Source: an optimization exercise on an open RTL-to-GDS flow (aim: small area and a short achievable clock period). Production flows keep margins and buffers that such runs may drop. At most, simulation tests tie the RTL to the original design; equivalence was not proved. No activity file was given, so power comes from the tool's default toggle rates.

==> job 9705 <==
==> flow/design.v <==
module mem_responder #(
   parameter int DATA_W      = 16,
   parameter int ADDR_W      = 8,
   parameter int WAIT_CYCLES = 2,
   parameter int PROT_LIMIT  = 16
) (
   input  logic              clk,
   input  logic              reset,
   input  logic [15:0]       mem_addr,
   input  logic [DATA_W-1:0] mem_data_in,
   input  logic              mem_rd,
   input  logic              mem_wr,
   output logic [DATA_W-1:0] mem_data_out,
   output logic              mem_ready,
   output logic              mem_busy,
   output logic              mem_err
);
   localparam int NR = 32;    
   localparam int L  = 8;     
   localparam int NT = 3;     
   localparam int NI = 2;     
   localparam int TSTP = 3;
   localparam int ISTP = 5;
   logic c1_q, c2_q, c3_q, rdy_q, busy_q, erro_q;
   logic accept;
   logic err_q;
   assign accept = ~busy_q & (mem_rd | mem_wr);
   always_ff @(posedge clk or posedge reset) begin
      if (reset) begin
         c1_q   <= 1'b0;
         c2_q   <= 1'b0;
         c3_q   <= 1'b0;
         rdy_q  <= 1'b0;
         busy_q <= 1'b0;
         erro_q <= 1'b0;
      end else begin
         c1_q   <= accept;
         c2_q   <= c1_q;
         c3_q   <= c2_q;
         rdy_q  <= c3_q;
         busy_q <= accept | c1_q | c2_q | c3_q;
         erro_q <= c3_q & err_q;
      end
   end
   assign mem_busy  = busy_q;
   assign mem_ready = rdy_q;
   assign mem_err   = erro_q;
   logic              take;
   logic              oor_in;
   logic [2:0]        t_q;            
   logic [2:0]        tn;
   logic [L-1:0]      tp_q;           
   logic [L-1:0]      wj;
   logic [L-1:0]      pos_t;
   logic [L-1:0]      pos_q, pos_d;   
   logic [NR-1:0]     rsel_q, rsel_d;  
   logic              pw_q, pw_d;     
   logic [DATA_W-1:0] wdata_q;
   assign take   = accept & ~reset;
   assign oor_in = mem_addr[15:8] != 8'd0;
   assign pw_d   = take ? (mem_wr & ~mem_rd & ~oor_in) : pw_q;
   assign tn     = t_q + 3'd2;
   assign wj     = 8'd1 << mem_addr[2:0];
   always_comb begin
      pos_t = '0;
      for (int k = 0; k < L; k++)
         for (int m = 0; m < L; m++)
            pos_t[k] = pos_t[k] | (wj[m] & tp_q[(m - k + L) % L]);
   end
   assign pos_d  = take ? pos_t : {pos_q[0], pos_q[L-1:1]};    
   assign rsel_d = take ? (32'd1 << mem_addr[7:3]) : rsel_q;
   always_ff @(posedge clk) begin
      t_q    <= t_q + 3'd1;
      tp_q   <= 8'd1 << tn;
      pos_q  <= pos_d;
      rsel_q <= rsel_d;
      pw_q   <= pw_d;
      if (take) begin
         err_q   <= (mem_rd & mem_wr) | oor_in;
         wdata_q <= mem_data_in;
      end
   end
   logic [NI-1:0] ins_q [NR];
   logic [NT-1:0] tap_q [NR];
   logic          rd_ok_q, rd_ok_d;
   assign rd_ok_d = take ? ~oor_in : rd_ok_q;
   always_ff @(posedge clk) rd_ok_q <= rd_ok_d;
   for (genvar r = 0; r < NR; r++) begin : g_sel
      for (genvar m = 0; m < NI; m++) begin : g_ins
         always_ff @(posedge clk) ins_q[r][m] <= pw_d & rsel_d[r] & pos_d[m * ISTP];
      end
      for (genvar m = 0; m < NT; m++) begin : g_tap
         always_ff @(posedge clk) tap_q[r][m] <= rd_ok_d & rsel_d[r] & pos_d[m * TSTP];
      end
   end
   function automatic int pol(input int s);
      int n;
      n = 0;
      for (int k = s; k < L; k++) begin
         if (((k + 1) % L) % ISTP == 0) n = n + 1;
      end
      pol = n % 2;
   endfunction
   logic [DATA_W-1:0] ring [NR][L];
   for (genvar r = 0; r < NR; r++) begin : g_ring
      for (genvar s = 0; s < L; s++) begin : g_slot
         localparam int NXT = (s + 1) % L;
         if (NXT % ISTP == 0) begin : g_mux
            localparam bit P = pol(s) != 0;
            always_ff @(posedge clk)
               ring[r][s] <= ~(ins_q[r][NXT / ISTP] ? (wdata_q ^ {DATA_W{~P}}) : ring[r][NXT]);
         end else begin : g_shift
            always_ff @(posedge clk) ring[r][s] <= ring[r][NXT];
         end
      end
   end
   logic [DATA_W-1:0] rmux;
   logic [DATA_W-1:0] rdata_q;
   always_comb begin
      rmux = '0;
      for (int r = 0; r < NR; r++)
         for (int m = 0; m < NT; m++)
            rmux = rmux | ({DATA_W{tap_q[r][m]}} & (ring[r][m * TSTP] ^ {DATA_W{pol(m * TSTP) != 0}}));
   end
   always_ff @(posedge clk) begin
      rdata_q <= (c1_q ? '0 : rdata_q) | rmux;
   end
   assign mem_data_out = rdata_q;
endmodule
==> flow/run.sh <==
#!/bin/bash
# synth_recipe.tcl (not shown) runs the flow's synth.tcl, then flattens the netlist and writes it again
# the make line also repeats each setting of config.mk as NAME=value (left out here)
make -C /OpenROAD-flow-scripts/flow DESIGN_CONFIG=/design/flow/config.mk WORK_HOME=/design/flow/orfs CLKGATE_MAP_FILE= SYNTH_SCRIPT=/design/flow/synth_recipe.tcl finish
==> flow/config.mk <==
export PLATFORM = sky130hd
export DESIGN_NAME = mem_responder
export DESIGN_NICKNAME = mem_responder
export VERILOG_FILES = /design/flow/design.v
export SDC_FILE = /design/flow/constraint.sdc
export NUM_CORES = 4
export LEC_CHECK = 0
export CAP_MARGIN = 20
export CORE_MARGIN = 2
export CORE_UTILIZATION = 60
export CTS_BUF_LIST = sky130_fd_sc_hd__clkbuf_8 sky130_fd_sc_hd__clkbuf_16
export CTS_CLUSTER_DIAMETER = 70
export CTS_CLUSTER_SIZE = 30
export SETUP_SLACK_MARGIN = 1.9
export SLEW_MARGIN = 20
export TNS_END_PERCENT = 10
==> flow/constraint.sdc <==
create_clock -name core_clock -period 4.0 [get_ports {clk}]
set_input_delay 0.8000 -clock core_clock [delete_from_list [all_inputs] [get_ports {clk}]]
set_output_delay 0.8000 -clock core_clock [all_outputs]
set_load 0.01 [all_outputs]
==> job 8893 (differences from job 9705) <==
==> flow/design.v (replaced) <==
module mem_responder #(
   parameter int DATA_W      = 16,
   parameter int ADDR_W      = 8,
   parameter int WAIT_CYCLES = 2,
   parameter int PROT_LIMIT  = 16
) (
   input  logic              clk,
   input  logic              reset,
   input  logic [15:0]       mem_addr,
   input  logic [DATA_W-1:0] mem_data_in,
   input  logic              mem_rd,
   input  logic              mem_wr,
   output logic [DATA_W-1:0] mem_data_out,
   output logic              mem_ready,
   output logic              mem_busy,
   output logic              mem_err
);
   localparam int NR   = 4;      
   localparam int L    = 64;     
   localparam int TSTP = 3;      
   localparam int ISTP = 5;      
   localparam int NT   = (L - 1) / TSTP + 1;    
   localparam int NI   = (L - 1) / ISTP + 1;    
   logic c1_q, c2_q, c3_q, rdy_q, busy_q, erro_q;
   logic accept;
   logic err_q;
   assign accept = ~busy_q & (mem_rd | mem_wr);
   always_ff @(posedge clk or posedge reset) begin
      if (reset) begin
         c1_q   <= 1'b0;
         c2_q   <= 1'b0;
         c3_q   <= 1'b0;
         rdy_q  <= 1'b0;
         busy_q <= 1'b0;
         erro_q <= 1'b0;
      end else begin
         c1_q   <= accept;
         c2_q   <= c1_q;
         c3_q   <= c2_q;
         rdy_q  <= c3_q;
         busy_q <= accept | c1_q | c2_q | c3_q;
         erro_q <= c3_q & err_q;
      end
   end
   assign mem_busy  = busy_q;
   assign mem_ready = rdy_q;
   assign mem_err   = erro_q;
   logic              take;
   logic              oor_in;
   logic [5:0]        t_q;            
   logic [5:0]        tn;
   logic [7:0]        tl_q, th_q;     
   logic [7:0]        lo_q, lo_d;     
   logic [7:0]        hi_q, hi_d;
   logic [NR-1:0]     rsel_q, rsel_d;
   logic              rd_ok_q, rd_ok_d;    
   logic              pw_q, pw_d;     
   logic [DATA_W-1:0] wdata_q;
   assign take    = accept & ~reset;
   assign oor_in  = mem_addr[15:8] != 8'd0;
   assign rd_ok_d = take ? ~oor_in : rd_ok_q;
   assign pw_d    = take ? (mem_wr & ~mem_rd & ~oor_in) : pw_q;
   assign tn      = t_q + 6'd2;
   logic [7:0] wl, wh;
   logic [7:0] lo_t, hi_t0, hi_t1;
   logic       b;
   always_comb begin
      wl = 8'd1 << mem_addr[2:0];
      wh = 8'd1 << mem_addr[5:3];
      lo_t  = '0;
      hi_t0 = '0;
      hi_t1 = '0;
      b = 1'b0;
      for (int k = 0; k < 8; k++)
         for (int m = 0; m < 8; m++) begin
            lo_t[k]  = lo_t[k]  | (wl[m] & tl_q[(m - k + 8) % 8]);
            hi_t0[k] = hi_t0[k] | (wh[m] & th_q[(m - k + 8) % 8]);
            hi_t1[k] = hi_t1[k] | (wh[m] & th_q[(m - k + 7) % 8]);
         end
      for (int m = 0; m < 8; m++)
         for (int n = m + 1; n < 8; n++)
            b = b | (wl[m] & tl_q[n]);
   end
   always_comb begin
      if (take) begin
         lo_d   = lo_t;
         hi_d   = b ? hi_t1 : hi_t0;
         rsel_d = 4'd1 << mem_addr[7:6];
      end else begin
         lo_d   = {lo_q[0], lo_q[7:1]};
         hi_d   = lo_q[0] ? {hi_q[0], hi_q[7:1]} : hi_q;
         rsel_d = rsel_q;
      end
   end
   always_ff @(posedge clk) begin
      t_q     <= t_q + 6'd1;
      tl_q    <= 8'd1 << tn[2:0];
      th_q    <= 8'd1 << tn[5:3];
      lo_q    <= lo_d;
      hi_q    <= hi_d;
      rsel_q  <= rsel_d;
      rd_ok_q <= rd_ok_d;
      pw_q    <= pw_d;
      if (take) begin
         err_q   <= (mem_rd & mem_wr) | oor_in;
         wdata_q <= mem_data_in;
      end
   end
   logic [NI-1:0] ins_q [NR];
   logic [NT-1:0] tap_q [NR];
   for (genvar r = 0; r < NR; r++) begin : g_sel
      for (genvar m = 0; m < NI; m++) begin : g_ins
         localparam int S = m * ISTP;
         always_ff @(posedge clk) ins_q[r][m] <= pw_d & rsel_d[r] & hi_d[S / 8] & lo_d[S % 8];
      end
      for (genvar m = 0; m < NT; m++) begin : g_tap
         localparam int S = m * TSTP;
         always_ff @(posedge clk) tap_q[r][m] <= rd_ok_d & rsel_d[r] & hi_d[S / 8] & lo_d[S % 8];
      end
   end
   function automatic int inv(input int s);
      inv = (((s + 1) % L) % ISTP == 0) && ((s + 1) % L != 0);
   endfunction
   function automatic int pol(input int s);
      int n;
      n = 0;
      for (int k = s; k < L; k++)
         if ((((k + 1) % L) % ISTP == 0) && ((k + 1) % L != 0)) n = n + 1;
      pol = n % 2;
   endfunction
   logic [DATA_W-1:0] ring [NR][L];
   for (genvar r = 0; r < NR; r++) begin : g_ring
      for (genvar s = 0; s < L; s++) begin : g_slot
         localparam int NXT = (s + 1) % L;
         if (inv(s) != 0) begin : g_imux
            localparam bit P = pol(s) != 0;
            logic [DATA_W-1:0] d;
            logic [DATA_W-1:0] x;
            assign x = wdata_q ^ {DATA_W{~P}};
            for (genvar b = 0; b < DATA_W; b++) begin : g_bit
               mem_responder_insmux u_mux (
                  .sel  (ins_q[r][NXT / ISTP]),
                  .seln (~ins_q[r][NXT / ISTP]),
                  .x    (x[b]),
                  .prev (ring[r][NXT][b]),
                  .d    (d[b])
               );
            end
            always_ff @(posedge clk) ring[r][s] <= d;
         end else if (NXT == 0) begin : g_mux
            always_ff @(posedge clk)
               ring[r][s] <= ins_q[r][0] ? (wdata_q ^ {DATA_W{pol(s) != 0}}) : ring[r][NXT];
         end else begin : g_shift
            always_ff @(posedge clk) ring[r][s] <= ring[r][NXT];
         end
      end
   end
   logic [DATA_W-1:0] rmux;
   logic [DATA_W-1:0] rdata_q, rdata_d;
   logic [DATA_W-1:0] dout_q;
   always_comb begin
      rmux = '0;
      for (int r = 0; r < NR; r++)
         for (int m = 0; m < NT; m++)
            rmux = rmux | ({DATA_W{tap_q[r][m]}} & (ring[r][m * TSTP] ^ {DATA_W{pol(m * TSTP) != 0}}));
   end
   assign rdata_d = (c1_q ? '0 : rdata_q) | rmux;
   always_ff @(posedge clk) begin
      rdata_q <= rdata_d;
      dout_q  <= c3_q ? rdata_d : '0;
   end
   assign mem_data_out = dout_q;
endmodule
module mem_responder_insmux (
   input  logic sel,
   input  logic seln,
   input  logic x,
   input  logic prev,
   output logic d
);
   assign d = ~((sel | prev) & (seln | x));
endmodule
SETUP_SLACK_MARGIN = 1.7   (was 1.9)
SYNTH_HIERARCHICAL = 1   (was default)
SYNTH_MINIMUM_KEEP_SIZE = 0   (was default)
TNS_END_PERCENT = default   (was 10)
==> qor summary <==
Startpoint of the worst setup timing path: job 8893 ins_q[1][5]; job 9705 tap_q[2][0]
Sequential power: job 8893 43600 µW; job 9705 43500 µW
Count of multi-input combinational gates: job 8893 2470; job 9705 2535
Met1 track demand over resource in global routing: job 8893 0.636; job 9705 0.616
Number of DRC markers after the initial detailed-route iteration: job 8893 13587; job 9705 11115
Power consumed by combinational cells: job 8893 3200 µW; job 9705 1450 µW
Invs w/o clock: job 8893 143; job 9705 113
Placeable Area: job 8893 172000 µm²; job 9705 181000 µm²
Result of the run: job 8893 no timing/DRC/antenna violations; job 9705 no timing/DRC/antenna violations
Switching Fraction: job 8893 0.227; job 9705 0.215
Post-CTS setup buffers: job 8893 119; job 9705 51
Non-clock buffering overhead: job 8893 0.0424; job 9705 0.0276
Die Width: job 8893 420 µm; job 9705 431 µm
Sequential cell area: job 8893 87300 µm²; job 9705 87600 µm²
Gpl congestion: job 8893 1.01; job 9705 0.977
Area of the multi-input gates: job 8893 17200 µm²; job 9705 20600 µm²
Multi-input gate share of the layout cell area: job 8893 0.145; job 9705 0.172
Number of antenna violations at the first check in global routing: job 8893 86; job 9705 68
Worst Path Max Fanout: job 8893 18; job 9705 10
PwrDens: job 8893 578 nW/µm²; job 9705 556 nW/µm²
HPWL after DPL: job 8893 280000 µm; job 9705 275000 µm
Flip-flop and latch count after synthesis: job 8893 4335; job 9705 4348
Fraction of the mapped netlist area in compound gates: job 8893 0.100; job 9705 0.0599
Slew at the pin closest to its max-slew limit: job 8893 1.35 ns; job 9705 1.33 ns
Fraction of power consumed by sequential logic: job 8893 0.639; job 9705 0.652
No functional check of the RTL was part of job 8893.

==> separate check: timing with driven ports <==
The results above use ideal ports. As a check the final layouts listed here were re-extracted and re-timed, cells and wires unchanged. Step 1, drivers: a clkbuf_16 drives clk and a buf_2 each remaining input, both assumed. Step 2 also shifts input and output timing later by t, the mid clock arrival at the registers, as if the neighbouring blocks saw the same clock. Three values: no drivers, after step 1, after step 2; two values: the first two.
| run | shift t [ns] | setup WS [ns] | worst setup path at the end | worst slew at a driven data input, ns |
|---|---|---|---|---|
| job 9705 | 0.961 | 1.617 / 1.617 / 0.999 | input to register | 0.07 |
| job 8893 | 0.976 | 1.517 / 1.517 / 0.675 | input to register | 0.05 |
After both steps every run listed still meets setup and hold. For job 8893, which loses most, drivers alone change the setup slack by 0.000 ns; drivers and shift together by -0.842 ns.
